What follows belongs to an exercise in optimizing a design on an open flow for small area and a short achievable clock period; a production flow would make more cautious choices.
At most, simulation tests tie the RTL to the original design; equivalence was not proved.

build 19:
==> flow/design.v (excerpt) <==
module mul_pipe #(
    parameter int unsigned XLEN    = 32,
    parameter int unsigned LATENCY = 3,
    parameter int unsigned TAG_W   = 5
) (
    input  logic             clk,
    input  logic             rst_n,
    input  logic             in_valid,
    output logic             in_ready,
    input  logic [XLEN-1:0]  a,
    input  logic [XLEN-1:0]  b,
    input  logic [2:0]       mulop,
    input  logic [TAG_W-1:0] in_tag,
    input  logic             flush,
    output logic             out_valid,
    input  logic             out_ready,
    output logic [XLEN-1:0]  f,
    output logic [TAG_W-1:0] out_tag
);
Size in the first run: roughly 2900 cells after synthesis, roughly 210 flip-flops, ~120 I/O pins, roughly 0.029 mm^2 of cells after synthesis.
clock: 11.0 ns
lec_check: 0
abc_area: 1
cap_margin: 20
core_margin: 2
core_utilization: 40
setup_slack_margin: 5
slew_margin: 20
synth_hierarchical: 1
standard.sh (not shown) runs the stock make flow with config.mk's settings and CLKGATE_MAP_FILE= SYNTH_SCRIPT=/design/flow/synth_recipe.tcl, a recipe that flattens the netlist after the stock synthesis.
==> flow/flow/run.sh <==
#!/bin/bash
# The standard layout, with timing repair aimed further below the clock period and
# the smallest port buffers (repair sizes up the ones on critical paths).
set -euo pipefail
bash standard.sh SETUP_SLACK_MARGIN=6.2 "BUFFER_PORTS_ARGS=-buffer_cell sky130_fd_sc_hd__buf_1" finish > standard.log 2>&1
Build 19 ended with every stage complete and zero timing, DRC or antenna violations.
[inputs] build 87 vs build 19
- changing CORE_UTILIZATION from 40 to 60
- setting PLACE_DENSITY to 0.72 for the first time
Results
Clock network area share in build 87 vs build 19: down 0.34 points. Going from build 19 to build 87, the via count was found to have gone up by 3.0%. Measured against build 87, the routed length on met3 of build 19 comes out at 0.830 times the reference value.
## Diff of input files: build 75 against build 87
- PLACE_DENSITY removed (was 0.72)
- CORE_UTILIZATION changed from 60 to 40
==> flow/flow/run.sh <==
#!/bin/bash
# The standard layout, with timing repair aimed further below the clock period and
# the smallest port buffers (repair sizes up the ones on critical paths).
set -euo pipefail
bash standard.sh SETUP_SLACK_MARGIN=5.9 "BUFFER_PORTS_ARGS=-buffer_cell sky130_fd_sc_hd__buf_1" finish > standard.log 2>&1
Results
- Hold violation total from the final report: build 75 vs build 87 identical
- Build 75 — via count of the first global-routing pass 1.4% higher, build 87 as reference
- Final setup slack of the worst path, build 75 and build 87: larger value in build 87
Function was not checked in any run of this note: the RTL went through the layout flow alone.

========
== run 1 ==
Another version of the RTL of mul_pipe (not shown whole).
Size: about 2800 cells after synthesis, ~210 flip-flops, about 29000 um^2 of cells after synthesis.
clock: 11.0 ns
lec_check: 0
abc_area: 1
cap_margin: 20
core_margin: 2
core_utilization: 40
setup_slack_margin: 5
slew_margin: 20
synth_hierarchical: 1
==> flow/flow/run.sh <==
#!/bin/bash
# The standard layout, with timing repair aimed further below the clock period and
# the smallest port buffers (repair sizes up the ones on critical paths).
set -euo pipefail
bash standard.sh SETUP_SLACK_MARGIN=6.3 "BUFFER_PORTS_ARGS=-buffer_cell sky130_fd_sc_hd__buf_1" "CTS_ARGS=-sink_clustering_enable -repair_clock_nets -sink_clustering_size 30 -sink_clustering_max_diameter 100 -dont_use_dummy_load" finish > standard.log 2>&1
Setup changes, run 1 to run 2
==> flow/flow/run.sh <==
#!/bin/bash
# The standard layout, with timing repair aimed further below the clock period and
# the smallest port buffers (repair sizes up the ones on critical paths).
set -euo pipefail
bash standard.sh SETUP_SLACK_MARGIN=6.3 "BUFFER_PORTS_ARGS=-buffer_cell sky130_fd_sc_hd__buf_1" finish > standard.log 2>&1
--- outcome ---
Delta(synthesis-to-layout area growth, run 2 - run 1) > 0
Sort run 2 and run 1 by worst hold slack desc -> top: run 1
Run 2 vs. run 1: utilization moved up, non-clock buffer count fell about 1.4%, amount of wire on met2 after detailed routing down 0.60%.
The following lists how run 3 was set up differently from run 2:
-- flow/flow/run.sh --
<<< run 2, line 5
bash standard.sh SETUP_SLACK_MARGIN=6.3 "BUFFER_PORTS_ARGS=-buffer_cell sky130_fd_sc_hd__buf_1" finish > standard.log 2>&1
>>> run 3, line 5
bash standard.sh SETUP_SLACK_MARGIN=6.22 "BUFFER_PORTS_ARGS=-buffer_cell sky130_fd_sc_hd__buf_1" "CTS_ARGS=-sink_clustering_enable -repair_clock_nets -sink_clustering_size 30 -sink_clustering_max_diameter 100 -dont_use_dummy_load" finish > standard.log 2>&1
-- flow/config.mk --
<<< run 2, line 12
>>> run 3, line 12
export PLACE_DENSITY = 0.75
Findings:
The wire length of the first global-routing pass of run 3 falls short of that of run 2 by about 5.4%. Number of global-route vias before repair ends up lower on run 3. Routed wire in run 3 totals less than in run 2. Global routing usage on met2, run 2 and run 3, lower one = run 3.

==> what the ideal ports hide <==
Ports are ideal in the flow. The routed layouts listed here were re-timed in OpenROAD. Step 1 assumes that a clkbuf_16 drives the clock port and a buf_2 every other input. Step 2, shift: input delay + t, output delay - t, t = (earliest + latest rising clock arrival at the registers) / 2. This alone moves slack from input paths to output paths. Slacks: ideal ports / drivers / drivers and shift; pairs: ideal ports / drivers.
| run | t, ns | slack for setup (ns) | worst setup path at the end | latest minus earliest clock arrival (ns) |
|---|---|---|---|---|
| build 19 | 0.665 | 6.225 / 6.192 / 6.192 | input to output | 0.018 / 0.019 |
| build 87 | 0.638 | 6.221 / 6.195 / 6.195 | input to output | 0.014 / 0.014 |
| build 75 | 0.633 | 5.966 / 5.966 / 5.966 | register to register | 0.031 / 0.031 |
| run 1 | 0.604 | 6.222 / 6.188 / 6.188 | input to output | 0.130 / 0.129 |
| run 2 | 0.664 | 6.223 / 6.190 / 6.190 | input to output | 0.026 / 0.026 |
| run 3 | 0.597 | 6.240 / 6.209 / 6.209 | input to output | 0.078 / 0.079 |
After both steps every run listed still meets setup and hold. For run 1, which loses most, drivers alone change the setup slack by -0.034 ns; drivers and shift together by -0.034 ns.
